From an optimization exercise on the open Yosys and OpenROAD flow, aimed at small area and a short achievable clock period; shortcuts taken in it are not production practice.
At most, simulation tests tie the RTL to the original design; equivalence was not proved.

== lane 1 ==
## bfp_quant_top
module bfp_quant_top
(
  input  logic                     clk,
  input  logic                     reset_i,
  input  logic                     in_valid_i,
  input  logic [block_size_lp*fp_width_lp-1:0]   block_i,
  output logic                                   out_valid_o,
  output logic [exp_width_lp-1:0]                shared_exp_o,
  output logic [block_size_lp*code_width_lp-1:0] codes_o
);
Size: ~4700 cells after synthesis, ~1200 I/O pins, ~31000 um2 of cells after synthesis.
clock: 10.0 ns
lec_check: 0
abc_area: 1
cap_margin: 20
core_area: 5 5 445 445
die_area: 0 0 450 450
slew_margin: 20
standard.sh (not shown) runs the stock make flow with config.mk's settings and CLKGATE_MAP_FILE= SYNTH_SCRIPT=/design/flow/synth_recipe.tcl, a recipe that flattens the netlist after the stock synthesis.
==> flow/flow/run.sh <==
#!/bin/bash
# The standard layout (the standard.sh: standard synthesis, floorplan,
# placement, CTS, routing), with one change: the buffer that placement puts
# on every input and output port is sky130_fd_sc_hd__buf_1 instead of the
# cell buffer_ports picks by default (clkdlybuf4s50_1, a slow delay cell).
# Every port still gets its own buffer.
set -euo pipefail
export BUFFER_PORTS_ARGS="-buffer_cell sky130_fd_sc_hd__buf_1"
bash standard.sh > standard.log 2>&1
[inputs] lane 2 vs lane 1
--- a/flow/design.v
+++ b/flow/design.v
@@ -19,9 +19,9 @@
   localparam int mag_width_lp = 5;
   localparam int code_width_lp = mag_width_lp + 1;
   localparam int shift_width_lp = $clog2(mag_width_lp + 1);
   localparam int latency_lp = 1;
-  localparam int group_size_lp = 4;
+  localparam int group_size_lp = 8;
   localparam int group_num_lp  = 32 / group_size_lp;
 endpackage
 `default_nettype wire
 `timescale 1ns/10ps
==> summary.txt <==
Summary — post-synthesis instance area, lane 2 relative to lane 1: lower, by 6.2%. Lane 1 completed every stage of the flow, and the final layout passed the timing, design-rule and antenna checks. Lane 2: flow completed, timing, DRC and antenna clean. Lane 1 reports its launching element of the worst setup path as grp_exp_r[55] while lane 2 reports block_i[957]. Lane 2 does worse than lane 1 on detailed-placement wirelength estimate. Lane 2 against lane 1; fmax is up slightly. Compared with lane 1, lane 2 shows a lower number of clock buffers in the layout.
No run of this note included a check of the RTL's function; only the layout flow was run.

========
bfp_quant_top, a different RTL version from the one above (not shown whole).
Size in the first run: about 4300 cells after synthesis, roughly 200 flip-flops.
==> module bfp_exp_decode, before the edit <==
module bfp_exp_decode
#(
  parameter int n_p = 8
)
(
  input  logic [n_p-1:0][exp_width_lp-1:0]  exp_i,
  output logic [exp_width_lp-1:0]           max_exp_o,
  output logic [n_p-1:0][3:0]               dist_o
);
  logic [4:0][n_p-1:0]              run;
  logic [exp_width_lp-1:0][n_p-1:0] bits;
  logic [4:0]                       hi_m1;
  logic [n_p-1:0]                   hi_eq;
  always_comb begin
    for (int k = 0; k < exp_width_lp; k++) begin
      for (int i = 0; i < n_p; i++) begin
        bits[k][i] = exp_i[i][k];
      end
    end
    run[4] = '1;
    for (int k = 3; k >= 0; k--) begin
      max_exp_o[2*k+1] = |(run[k+1] & bits[2*k+1]);
      max_exp_o[2*k]   = max_exp_o[2*k+1] ? |(run[k+1] & bits[2*k+1] & bits[2*k])
                                          : |(run[k+1] & bits[2*k]);
      run[k] = run[k+1] & (bits[2*k+1] | {n_p{~max_exp_o[2*k+1]}})
                        & (bits[2*k]   | {n_p{~max_exp_o[2*k]}});
    end
  end
  assign hi_eq = run[2] & ~(bits[3] ^ {n_p{max_exp_o[3]}});
  assign hi_m1 = max_exp_o[7:3] - 5'd1;
  for (genvar i = 0; i < n_p; i++) begin : g_dist
    logic [3:0] low;
    logic       hi_ok;
    assign low   = {1'b0, max_exp_o[2:0]} - {1'b0, exp_i[i][2:0]};
    assign hi_ok = low[3] ? (exp_i[i][7:3] == hi_m1) : hi_eq[i];
    assign dist_o[i] = {hi_ok & (~low[2] | (low[1:0] == 2'd0)), low[2:0]};
  end
endmodule
clock: 10.0 ns
lec_check: 0
abc_area: 1
cap_margin: 20
core_area: 5 5 445 445
die_area: 0 0 450 450
slew_margin: 20
==> flow/flow/run.sh <==
#!/bin/bash
# The standard layout (the standard.sh: standard synthesis script,
# floorplan, placement, CTS, routing) with two changes:
# - synthesis leaves adders to abc: ADDER_MAP_FILE is empty, so Yosys's
#   extract_fa pass does not turn the small subtracts into half/full adder
#   cells (registers, names and flip-flop cells are unchanged);
# - the buffer that placement puts on every input and output port is
#   sky130_fd_sc_hd__buf_1 instead of the default delay cell
#   (clkdlybuf4s50_1). Every port still gets its own buffer.
# standard.sh writes each tool's log under orfs/logs; its own output goes
# to standard.log here.
set -euo pipefail
export ADDER_MAP_FILE=
export BUFFER_PORTS_ARGS="-buffer_cell sky130_fd_sc_hd__buf_1"
bash standard.sh > standard.log 2>&1
==> next run, changes <==
--- a/flow/design.v
+++ b/flow/design.v
@@ -35,26 +35,50 @@
   output logic [exp_width_lp-1:0]           max_exp_o,
   output logic [n_p-1:0][3:0]               dist_o
 );
-  logic [4:0][n_p-1:0]              run;
+  localparam int n_step_lp = 3;
+  function automatic int lo_c(input int s);
+    lo_c = (s == 0) ? 5 : (s == 1) ? 2 : 0;
+  endfunction
+  function automatic int wd_c(input int s);
+    wd_c = (s == 2) ? 2 : 3;
+  endfunction
+  logic [n_step_lp:0][n_p-1:0]      run;
   logic [exp_width_lp-1:0][n_p-1:0] bits;
   logic [4:0]                       hi_m1;
   logic [n_p-1:0]                   hi_eq;
+  logic [n_p-1:0]                   term;
+  logic [3:0]                       any;
+  logic [1:0]                       up;
   always_comb begin
     for (int k = 0; k < exp_width_lp; k++) begin
       for (int i = 0; i < n_p; i++) begin
         bits[k][i] = exp_i[i][k];
       end
     end
-    run[4] = '1;
-    for (int k = 3; k >= 0; k--) begin
-      max_exp_o[2*k+1] = |(run[k+1] & bits[2*k+1]);
-      max_exp_o[2*k]   = max_exp_o[2*k+1] ? |(run[k+1] & bits[2*k+1] & bits[2*k])
-                                          : |(run[k+1] & bits[2*k]);
-      run[k] = run[k+1] & (bits[2*k+1] | {n_p{~max_exp_o[2*k+1]}})
-                        & (bits[2*k]   | {n_p{~max_exp_o[2*k]}});
-    end
-  end
-  assign hi_eq = run[2] & ~(bits[3] ^ {n_p{max_exp_o[3]}});
+    run[0] = '1;
+    max_exp_o = '0;
+    for (int s = 0; s < n_step_lp; s++) begin
+      for (int j = wd_c(s) - 1; j >= 0; j--) begin
+        for (int pat = 0; pat < 4; pat++) begin
+          term = run[s] & bits[lo_c(s) + j];
+          for (int q = 0; q < 2; q++) begin
+            if (j + 1 + q < wd_c(s) && ((pat >> q) & 1) == 1) term = term & bits[lo_c(s) + j + 1 + q];
+          end
+          any[pat] = |term;
+        end
+        up = '0;
+        for (int q = 0; q < 2; q++) begin
+          if (j + 1 + q < wd_c(s)) up[q] = max_exp_o[lo_c(s) + j + 1 + q];
+        end
+        max_exp_o[lo_c(s) + j] = any[up];
+      end
+      run[s+1] = run[s];
+      for (int j = 0; j < wd_c(s); j++) begin
+        run[s+1] = run[s+1] & (bits[lo_c(s) + j] | {n_p{~max_exp_o[lo_c(s) + j]}});
+      end
+    end
+  end
+  assign hi_eq = run[1] & ~(bits[4] ^ {n_p{max_exp_o[4]}}) & ~(bits[3] ^ {n_p{max_exp_o[3]}});
   assign hi_m1 = max_exp_o[7:3] - 5'd1;
   for (genvar i = 0; i < n_p; i++) begin : g_dist
     logic [3:0] low;
The new run completed with no timing, DRC or antenna violations. Via count increases by about 8%. Wire length grows by about 8%. Design area climbs by 7.7%. Non-clock buffer count grows by 178. Final cell count went up by about 5.5%. Hold slack is worse by 8.7 ps. Die area does not change. Global-route usage rises by 1.2 points.
Function not checked in the second run of this note: the RTL went through the layout flow alone.

========
bfp_quant_top, a different RTL version from the one above (not shown whole).
Size: about 3200 cells after synthesis, roughly 200 flip-flops, about 1200 I/O pins, about 24000 sq um of cells after synthesis.
Design bfp_quant_top, start of the top module:
module bfp_quant_top
(
  input  logic                     clk,
  input  logic                     reset_i,
  input  logic                     in_valid_i,
  input  logic [block_size_lp*fp_width_lp-1:0]   block_i,
  output logic                                   out_valid_o,
  output logic [exp_width_lp-1:0]                shared_exp_o,
  output logic [block_size_lp*code_width_lp-1:0] codes_o
);
==> module bfp_exp_decode, before the edit <==
module bfp_exp_decode
(
  input  logic [block_size_lp-1:0][exp_width_lp-1:0]  exp_i,
  output logic [exp_width_lp-1:0]                     max_exp_o
);
  function automatic logic exp_ge(
    input logic [exp_width_lp-1:0] a,
    input logic [exp_width_lp-1:0] b
  );
    logic ge;
    ge = 1'b1;
    for (int k = 0; k < exp_width_lp; k++) begin
      ge = (a[k] & ~b[k]) | (~(~a[k] & b[k]) & ge);
    end
    exp_ge = ge;
  endfunction
  function automatic logic [exp_width_lp-1:0] exp_max(
    input logic [exp_width_lp-1:0] a,
    input logic [exp_width_lp-1:0] b
  );
    exp_max = exp_ge(a, b) ? a : b;
  endfunction
  logic [31:0][exp_width_lp-1:0] lvl0;
  logic [15:0][exp_width_lp-1:0] lvl1;
  logic [7:0][exp_width_lp-1:0]  lvl2;
  logic [3:0][exp_width_lp-1:0]  lvl3;
  logic [1:0][exp_width_lp-1:0]  lvl4;
  assign lvl0 = exp_i;
  for (genvar k = 0; k < 16; k++) begin : g_lvl1
    assign lvl1[k] = exp_max(lvl0[2*k], lvl0[2*k+1]);
  end
  for (genvar k = 0; k < 8; k++) begin : g_lvl2
    assign lvl2[k] = exp_max(lvl1[2*k], lvl1[2*k+1]);
  end
  for (genvar k = 0; k < 4; k++) begin : g_lvl3
    assign lvl3[k] = exp_max(lvl2[2*k], lvl2[2*k+1]);
  end
  for (genvar k = 0; k < 2; k++) begin : g_lvl4
    assign lvl4[k] = exp_max(lvl3[2*k], lvl3[2*k+1]);
  end
  assign max_exp_o = exp_max(lvl4[0], lvl4[1]);
endmodule
==> module bfp_align_execute, before the edit <==
module bfp_align_execute
(
  input  logic [exp_width_lp-1:0]   exp_i,
  input  logic [mag_width_lp-2:0]   frac_i,
  input  logic [exp_width_lp-1:0]   max_exp_i,
  input  logic [exp_width_lp-4:0]   max_hi_m1_i,
  output logic [mag_width_lp-1:0]   mag_o
);
  logic [2:0] t;
  logic       bw0, bw1, bw2;
  logic       hi_ok, live;
  always_comb begin
    t[0] = max_exp_i[0] ^ exp_i[0];
    bw0  = ~max_exp_i[0] & exp_i[0];
    t[1] = max_exp_i[1] ^ exp_i[1] ^ bw0;
    bw1  = (~max_exp_i[1] & exp_i[1]) | (~(max_exp_i[1] ^ exp_i[1]) & bw0);
    t[2] = max_exp_i[2] ^ exp_i[2] ^ bw1;
    bw2  = (~max_exp_i[2] & exp_i[2]) | (~(max_exp_i[2] ^ exp_i[2]) & bw1);
    hi_ok = bw2 ? (exp_i[7:3] == max_hi_m1_i) : (exp_i[7:3] == max_exp_i[7:3]);
    live  = (|exp_i) & hi_ok & (~t[2] | ~(t[1] | t[0]));
    mag_o = live ? ({1'b1, frac_i} >> t) : '0;
  end
endmodule
==> module bfp_quant_top, before the edit <==
module bfp_quant_top
(
  input  logic                     clk,
  input  logic                     reset_i,
  input  logic                     in_valid_i,
  input  logic [block_size_lp*fp_width_lp-1:0]   block_i,
  output logic                                   out_valid_o,
  output logic [exp_width_lp-1:0]                shared_exp_o,
  output logic [block_size_lp*code_width_lp-1:0] codes_o
);
  logic [block_size_lp-1:0][exp_width_lp-1:0]   exps;
  logic [exp_width_lp-1:0]                      max_exp;
  logic [block_size_lp*code_width_lp-1:0]       codes;
  logic [exp_width_lp-4:0]                      max_hi_m1;
  assign max_hi_m1 = max_exp[exp_width_lp-1:3] - 1'b1;
  for (genvar i = 0; i < block_size_lp; i++) begin : g_word
    logic [mag_width_lp-1:0] mag;
    assign exps[i] = block_i[fp_width_lp*i + frac_width_lp +: exp_width_lp];
    bfp_align_execute u_align (
      .exp_i     (exps[i]),
      .frac_i    (block_i[fp_width_lp*i + frac_width_lp - mag_width_lp + 1 +: mag_width_lp - 1]),
      .max_exp_i (max_exp),
      .max_hi_m1_i (max_hi_m1),
      .mag_o     (mag)
    );
    assign codes[code_width_lp*i +: code_width_lp] = {block_i[fp_width_lp*i + fp_width_lp - 1], mag};
  end
  bfp_exp_decode u_decode (
    .exp_i     (exps),
    .max_exp_o (max_exp)
  );
  bfp_code_result u_result (
    .clk          (clk),
    .reset_i      (reset_i),
    .valid_i      (in_valid_i),
    .shared_exp_i (max_exp),
    .codes_i      (codes),
    .out_valid_o  (out_valid_o),
    .shared_exp_o (shared_exp_o),
    .codes_o      (codes_o)
  );
endmodule
make LEC_CHECK=0 CAP_MARGIN=20 CORE_AREA='5 5 445 445' DIE_AREA='0 0 450 450' SLEW_MARGIN=20 finish   # period 10.0 ns
run.sh (not shown) runs the stock make flow with config.mk's settings and CLKGATE_MAP_FILE= SYNTH_SCRIPT=/design/flow/synth_recipe.tcl, a recipe that flattens the netlist after the stock synthesis.
Stock flow here: none of the scripts above is used.
The starting point reached the layout checks and failed them: setup timing.
Then changed:
--- a/flow/design.v
+++ b/flow/design.v
@@ -28,46 +28,26 @@
 import bfp_code_pkg::*;
 module bfp_exp_decode
 (
   input  logic [block_size_lp-1:0][exp_width_lp-1:0]  exp_i,
-  output logic [exp_width_lp-1:0]                     max_exp_o
+  output logic [exp_width_lp-1:0]                     max_exp_o,
+  output logic [block_size_lp-1:0]                    hi_eq_o
 );
-  function automatic logic exp_ge(
-    input logic [exp_width_lp-1:0] a,
-    input logic [exp_width_lp-1:0] b
-  );
-    logic ge;
-    ge = 1'b1;
+  logic [exp_width_lp:0][block_size_lp-1:0] run;
+  logic [exp_width_lp-1:0][block_size_lp-1:0] bits;
+  always_comb begin
     for (int k = 0; k < exp_width_lp; k++) begin
-      ge = (a[k] & ~b[k]) | (~(~a[k] & b[k]) & ge);
+      for (int i = 0; i < block_size_lp; i++) begin
+        bits[k][i] = exp_i[i][k];
+      end
     end
-    exp_ge = ge;
-  endfunction
-  function automatic logic [exp_width_lp-1:0] exp_max(
-    input logic [exp_width_lp-1:0] a,
-    input logic [exp_width_lp-1:0] b
-  );
-    exp_max = exp_ge(a, b) ? a : b;
-  endfunction
-  logic [31:0][exp_width_lp-1:0] lvl0;
-  logic [15:0][exp_width_lp-1:0] lvl1;
-  logic [7:0][exp_width_lp-1:0]  lvl2;
-  logic [3:0][exp_width_lp-1:0]  lvl3;
-  logic [1:0][exp_width_lp-1:0]  lvl4;
-  assign lvl0 = exp_i;
-  for (genvar k = 0; k < 16; k++) begin : g_lvl1
-    assign lvl1[k] = exp_max(lvl0[2*k], lvl0[2*k+1]);
+    run[exp_width_lp] = '1;
+    for (int k = exp_width_lp - 1; k >= 0; k--) begin
+      max_exp_o[k] = |(run[k+1] & bits[k]);
+      run[k] = run[k+1] & (bits[k] | {block_size_lp{~max_exp_o[k]}});
+    end
   end
-  for (genvar k = 0; k < 8; k++) begin : g_lvl2
-    assign lvl2[k] = exp_max(lvl1[2*k], lvl1[2*k+1]);
-  end
-  for (genvar k = 0; k < 4; k++) begin : g_lvl3
-    assign lvl3[k] = exp_max(lvl2[2*k], lvl2[2*k+1]);
-  end
-  for (genvar k = 0; k < 2; k++) begin : g_lvl4
-    assign lvl4[k] = exp_max(lvl3[2*k], lvl3[2*k+1]);
-  end
-  assign max_exp_o = exp_max(lvl4[0], lvl4[1]);
+  assign hi_eq_o = run[3];
 endmodule
 `default_nettype wire
 `timescale 1ns/10ps
 `default_nettype none
@@ -78,8 +58,9 @@
   input  logic [exp_width_lp-1:0]   exp_i,
   input  logic [mag_width_lp-2:0]   frac_i,
   input  logic [exp_width_lp-1:0]   max_exp_i,
   input  logic [exp_width_lp-4:0]   max_hi_m1_i,
+  input  logic                      hi_eq_i,
   output logic [mag_width_lp-1:0]   mag_o
 );
   logic [2:0] t;
   logic       bw0, bw1, bw2;
@@ -90,9 +71,9 @@
     t[1] = max_exp_i[1] ^ exp_i[1] ^ bw0;
     bw1  = (~max_exp_i[1] & exp_i[1]) | (~(max_exp_i[1] ^ exp_i[1]) & bw0);
     t[2] = max_exp_i[2] ^ exp_i[2] ^ bw1;
     bw2  = (~max_exp_i[2] & exp_i[2]) | (~(max_exp_i[2] ^ exp_i[2]) & bw1);
-    hi_ok = bw2 ? (exp_i[7:3] == max_hi_m1_i) : (exp_i[7:3] == max_exp_i[7:3]);
+    hi_ok = bw2 ? (exp_i[7:3] == max_hi_m1_i) : hi_eq_i;
     live  = (|exp_i) & hi_ok & (~t[2] | ~(t[1] | t[0]));
     mag_o = live ? ({1'b1, frac_i} >> t) : '0;
   end
 endmodule
@@ -144,8 +125,9 @@
   logic [block_size_lp-1:0][exp_width_lp-1:0]   exps;
   logic [exp_width_lp-1:0]                      max_exp;
   logic [block_size_lp*code_width_lp-1:0]       codes;
   logic [exp_width_lp-4:0]                      max_hi_m1;
+  logic [block_size_lp-1:0]                     hi_eq;
   assign max_hi_m1 = max_exp[exp_width_lp-1:3] - 1'b1;
   for (genvar i = 0; i < block_size_lp; i++) begin : g_word
     logic [mag_width_lp-1:0] mag;
     assign exps[i] = block_i[fp_width_lp*i + frac_width_lp +: exp_width_lp];
@@ -153,15 +135,17 @@
       .exp_i     (exps[i]),
       .frac_i    (block_i[fp_width_lp*i + frac_width_lp - mag_width_lp + 1 +: mag_width_lp - 1]),
       .max_exp_i (max_exp),
       .max_hi_m1_i (max_hi_m1),
+      .hi_eq_i   (hi_eq[i]),
       .mag_o     (mag)
     );
     assign codes[code_width_lp*i +: code_width_lp] = {block_i[fp_width_lp*i + fp_width_lp - 1], mag};
   end
   bfp_exp_decode u_decode (
     .exp_i     (exps),
-    .max_exp_o (max_exp)
+    .max_exp_o (max_exp),
+    .hi_eq_o   (hi_eq)
   );
   bfp_code_result u_result (
     .clk          (clk),
     .reset_i      (reset_i),
What happened:
- The new run completed, yet does not pass: setup timing
- register-to-register slack gets worse by 0.31 ns
- routed wire length increases by 10%
- die area stays the same
- worst setup slack gets worse by 3.0 ns
- global-route usage increases by 1.8 points
- worst hold slack gets worse by 0.0035 ns
- synthesized area decreases by 24%
- cell area decreases by 16%
Function was not checked in any run of this note: the RTL went through the layout flow alone.

==> separate check: timing with driven ports <==
The flow's constraints put no driver on any port. The routed layouts listed below were extracted and timed again, unchanged, in two steps.
Step 1 (the two cells are an assumption about what drives the block):
set clk [get_ports {clk}]
set_driving_cell -lib_cell sky130_fd_sc_hd__clkbuf_16 $clk
set_driving_cell -lib_cell sky130_fd_sc_hd__buf_2 [delete_from_list [all_inputs] $clk]
Step 2 adds t to the input delays and takes it off the output delays; t is the mean of the earliest and latest rising clock arrival at the registers after step 1. Input paths then give back, and output paths get back, about the clock's delay inside the block.
a / b / c = no drivers / after step 1 / after step 2; a / b = the first two.
| run | shift t [ns] | slack for setup (ns) | hold slack, ns | worst setup path after step 2 | worst register clock-pin slew, ns |
|---|---|---|---|---|---|
| lane 1 | 0.668 | 0.658 / 0.583 / 0.328 | 0.929 / 0.929 / 0.929 | input to register | 0.07 / 0.07 |
| lane 2 | 0.646 | 0.755 / 0.796 / 0.150 | 0.767 / 0.767 / 0.767 | input to register | 0.07 / 0.07 |
| the first run of note 2 | 0.700 | 0.395 / 0.435 / -0.265 | 0.481 / 0.481 / 0.481 | input to register | 0.07 / 0.07 |
| the second run of note 2 | 0.685 | 1.278 / 1.221 / 0.536 | 0.472 / 0.472 / 0.472 | input to register | 0.07 / 0.07 |
| the first run of note 3 | 0.712 | -0.560 / -0.612 / -1.324 | 0.450 / 0.450 / 0.450 | input to register | 0.07 / 0.07 |
| the second run of note 3 | 0.672 | -3.531 / -3.665 / -4.338 | 0.447 / 0.447 / 0.447 | input to register | 0.08 / 0.08 |
With both steps, setup timing fails in the first run of note 2, where it was met with ideal ports. For the second run of note 3, which loses most, drivers alone change the setup slack by -0.134 ns; drivers and shift together by -0.807 ns.
